Source: an optimization exercise on an open RTL-to-GDS flow (aim: small area, a short achievable clock period and few clock cycles per item). Production flows keep margins and buffers that such runs may drop. Function was checked by simulation only, so behaviour that the tests miss may differ from the original.

==> module vdc_out, before the edit <==
module vdc_out (
    input  wire logic                 i_clk,
    input  wire logic                 i_rst_n,
    input  wire logic                 i_load,
    input  wire logic [FUNC_W-1:0]    i_op,
    input  wire logic [OPD_W-1:0]     i_opd,
    input  wire logic                 i_period_we,   
    input  wire logic [PERIOD_W-1:0]  i_period,
    output      logic                 o_busy,
    output      logic                 o_rotate,   
    output      logic [SEG_W-1:0]     o_seg,
    output      logic [DUTY_W-1:0]    o_duty,
    output      logic [VAL_W-1:0]     o_value,
    output      logic [PERIOD_W-1:0]  o_compare
);
    logic [VAL_W-1:0]  r_value;
    logic              r_toggle;
    logic [DUTY_W-1:0] r_duty;
    logic [SEG_W-1:0]  r_seg;      
    logic [PERIOD_W:0] r_q;
    logic [6:0]        r_rem;
    logic [5:0]        w_a;
    logic [4:0]        w_b;
    logic              w_ge1;
    logic [VAL_W-1:0]  w_avg_val;
    assign w_a       = i_opd[10:5];
    assign w_b       = i_opd[4:0];
    assign w_ge1     = w_a[5] || (w_b >= ~w_a[4:0]);
    assign w_avg_val = (w_a == 6'd31 && w_b == 5'd31) ? 7'd33 : VAL_W'(w_a) + VAL_W'(w_ge1);
    logic [1:0]        w_mode;
    logic [DUTY_W-1:0] w_lv;
    logic              w_lv_zero, w_lv_full;
    assign w_mode    = i_opd[9:8];
    assign w_lv      = i_opd[DUTY_W-1:0];
    assign w_lv_zero = (w_lv == 7'd0);
    assign w_lv_full = (w_lv >= 7'd100);
    logic w_sw, w_set0, w_setp, w_start;
    assign w_sw    = i_load && (i_op == FUNC_SWITCH);
    assign w_set0  = w_sw && (w_mode == 2'd0 || (w_mode == 2'd2 && w_lv_zero));
    assign w_setp  = w_sw && (w_mode == 2'd1 || (w_mode == 2'd2 && w_lv_full));
    assign w_start = (i_period_we && r_duty != 7'd0) || (w_sw && w_mode == 2'd2 && !w_lv_zero && !w_lv_full);
    always_ff @(posedge i_clk) begin
        if (!i_rst_n) begin
            r_value  <= '0;
            r_toggle <= 1'b0;
            r_duty   <= '0;
            r_seg    <= '0;
        end else if (i_load) begin
            case (i_op)
                FUNC_SAMPLE: r_value <= w_avg_val;
                FUNC_REFRESH: begin
                    r_toggle <= !r_toggle;
                    r_seg    <= vdc_pkg::refresh_seg(r_toggle, r_value);
                end
                FUNC_SWITCH: case (w_mode)
                    2'd0: r_duty <= 7'd0;
                    2'd1: r_duty <= 7'd100;
                    2'd2: begin
                        r_duty  <= w_lv_full ? 7'd100 : w_lv;
                        r_value <= w_lv;
                    end
                    default: ;
                endcase
                default: ;
            endcase
        end
    end
    logic [8:0] w_t;
    logic [1:0] w_k;
    logic [8:0] w_rem;
    logic [1:0] r_kq;
    logic [PERIOD_W-1:0] w_inc;      
    always_comb begin
        for (int i = 0; i < PERIOD_W; i++)
            w_inc[i] = r_kq[1] && (&(r_q[PERIOD_W-1:0] | (16'hffff << i)));
    end
    logic       w_step;
    assign o_busy   = !r_q[PERIOD_W];
    assign w_step   = o_busy && !r_q[PERIOD_W-1];
    assign o_rotate = w_step;
    assign w_t      = {1'b0, r_rem, 1'b0} + (i_period[PERIOD_W-1] ? {2'b00, r_duty} : 9'd0);
    always_comb begin
        if (w_t >= 9'd200) begin
            w_k   = 2'd2;
            w_rem = w_t - 9'd200;
        end else if (w_t >= 9'd100) begin
            w_k   = 2'd1;
            w_rem = w_t - 9'd100;
        end else begin
            w_k   = 2'd0;
            w_rem = w_t;
        end
    end
    always_ff @(posedge i_clk) begin
        if (!i_rst_n) begin
            r_q <= {1'b1, {PERIOD_W{1'b0}}};
        end else if (w_start) begin
            r_q <= '0;      
        end else if (w_set0) begin
            r_q <= {1'b1, {PERIOD_W{1'b0}}};
        end else if (w_setp) begin
            r_q <= {1'b1, i_period};
        end else if (o_busy) begin
            r_q <= {r_q[PERIOD_W-1:0] ^ w_inc, r_kq[0]};
        end
    end
    always_ff @(posedge i_clk) begin
        if (w_start) begin
            r_kq  <= 2'd1;
            r_rem <= '0;
        end else if (w_step) begin
            r_kq  <= w_k;
            r_rem <= w_rem[6:0];
        end
    end
    assign o_seg     = r_seg;
    assign o_duty    = r_duty;
    assign o_value   = r_value;
    assign o_compare = r_q[PERIOD_W-1:0];
endmodule
export LEC_CHECK = 0
export ABC_CLOCK_PERIOD_IN_PS = 2000
export CAP_MARGIN = 20
export CORE_MARGIN = 2
export CORE_UTILIZATION = 40
export CTS_BUF_LIST = sky130_fd_sc_hd__clkbuf_4 sky130_fd_sc_hd__clkbuf_8
export CTS_CLUSTER_DIAMETER = 60
export CTS_CLUSTER_SIZE = 40
export SLEW_MARGIN = 20
create_clock -name core_clock -period 8.0 [get_ports {i_clk}]
standard.sh (not shown) runs the stock make flow with config.mk's settings and CLKGATE_MAP_FILE= SYNTH_SCRIPT=/design/flow/synth_recipe.tcl, a recipe that flattens the netlist after the stock synthesis.
==> flow/flow/run.sh <==
#!/bin/bash
# Standard layout, with the port buffers made from buf_2 cells instead of the
# default choice, and timing repair aiming further below the clock period.
set -euo pipefail
export BUFFER_PORTS_ARGS="-buffer_cell sky130_fd_sc_hd__buf_2"
export SETUP_SLACK_MARGIN=5
bash standard.sh > standard.log 2>&1
Testbench counts at the start, summed over its fixed seeds: cycles 17,396, items 16,046.
Rerun with:
--- a/flow/design.v
+++ b/flow/design.v
@@ -391,8 +391,9 @@
     logic              r_toggle;
     logic [DUTY_W-1:0] r_duty;
     logic [SEG_W-1:0]  r_seg;      
     logic [PERIOD_W:0] r_q;
+    logic [PERIOD_W-1:0] r_qp;
     logic [6:0]        r_rem;
     logic [5:0]        w_a;
     logic [4:0]        w_b;
     logic              w_ge1;
@@ -411,9 +412,9 @@
     logic w_sw, w_set0, w_setp, w_start;
     assign w_sw    = i_load && (i_op == FUNC_SWITCH);
     assign w_set0  = w_sw && (w_mode == 2'd0 || (w_mode == 2'd2 && w_lv_zero));
     assign w_setp  = w_sw && (w_mode == 2'd1 || (w_mode == 2'd2 && w_lv_full));
-    assign w_start = (i_period_we && r_duty != 7'd0) || (w_sw && w_mode == 2'd2 && !w_lv_zero && !w_lv_full);
+    assign w_start = i_period_we || (w_sw && w_mode == 2'd2 && !w_lv_zero && !w_lv_full);
     always_ff @(posedge i_clk) begin
         if (!i_rst_n) begin
             r_value  <= '0;
             r_toggle <= 1'b0;
@@ -442,13 +443,8 @@
     logic [8:0] w_t;
     logic [1:0] w_k;
     logic [8:0] w_rem;
     logic [1:0] r_kq;
-    logic [PERIOD_W-1:0] w_inc;      
-    always_comb begin
-        for (int i = 0; i < PERIOD_W; i++)
-            w_inc[i] = r_kq[1] && (&(r_q[PERIOD_W-1:0] | (16'hffff << i)));
-    end
     logic       w_step;
     assign o_busy   = !r_q[PERIOD_W];
     assign w_step   = o_busy && !r_q[PERIOD_W-1];
     assign o_rotate = w_step;
@@ -468,20 +464,33 @@
     always_ff @(posedge i_clk) begin
         if (!i_rst_n) begin
             r_q <= {1'b1, {PERIOD_W{1'b0}}};
         end else if (w_start) begin
-            r_q <= '0;      
+            r_q <= '0;
         end else if (w_set0) begin
             r_q <= {1'b1, {PERIOD_W{1'b0}}};
         end else if (w_setp) begin
             r_q <= {1'b1, i_period};
         end else if (o_busy) begin
-            r_q <= {r_q[PERIOD_W-1:0] ^ w_inc, r_kq[0]};
+            case (r_kq)
+                2'd3:    r_q <= 17'd1;
+                2'd2:    r_q <= {r_qp, 1'b0};
+                default: r_q <= {r_q[PERIOD_W-1:0], r_kq[0]};
+            endcase
+        end
+    end
+    always_ff @(posedge i_clk) begin
+        if (o_busy) begin
+            case (r_kq)
+                2'd3:    r_qp <= 16'd2;
+                2'd0:    r_qp <= {r_q[PERIOD_W-2:0], 1'b1};
+                default: r_qp <= {r_qp[PERIOD_W-2:0], r_kq[1]};
+            endcase
         end
     end
     always_ff @(posedge i_clk) begin
         if (w_start) begin
-            r_kq  <= 2'd1;
+            r_kq  <= 2'd3;
             r_rem <= '0;
         end else if (w_step) begin
             r_kq  <= w_k;
             r_rem <= w_rem[6:0];
Result: The new run produced a clean layout. Die area rose by 9.1%. Wire length increases by about 12%. First-iteration DRC count climbs by 63%. Design area increases by about 8%. Non-clock buffer count rose by 11. Setup slack gets better by 0.028 ns.
Testbench counts after the change, summed over its fixed seeds: cycles 17,484, items 16,046.

[separate check: timing with driven ports]
In the flow no input, the clock included, has a driving cell. The finished layouts below were timed again as built, in two steps. Step 1 (the two cells are an assumption about what drives the block):
set clk [get_ports {i_clk}]
set_driving_cell -lib_cell sky130_fd_sc_hd__clkbuf_16 $clk
set_driving_cell -lib_cell sky130_fd_sc_hd__buf_2 [delete_from_list [all_inputs] $clk]
Step 2 moves the port delays by t, midway between the first and last clock arrival at a register: inputs arrive t later, outputs are due t later. That takes back most of the time a late clock gives input paths. a / b / c = ideal ports / drivers / drivers and shift; a / b = the first two.
run | t (ns) | slack for setup (ns) | hold slack, ns
the first run | 0.490 | 5.045 / 5.040 / 4.627 | 0.471 / 0.471 / 0.471
the second run | 0.486 | 5.074 / 5.066 / 4.660 | 0.467 / 0.467 / 0.467
After both steps every run listed still meets setup and hold. The setup slack of the first run, which loses most, moves by -0.005 ns with the drivers and by -0.418 ns with both steps.
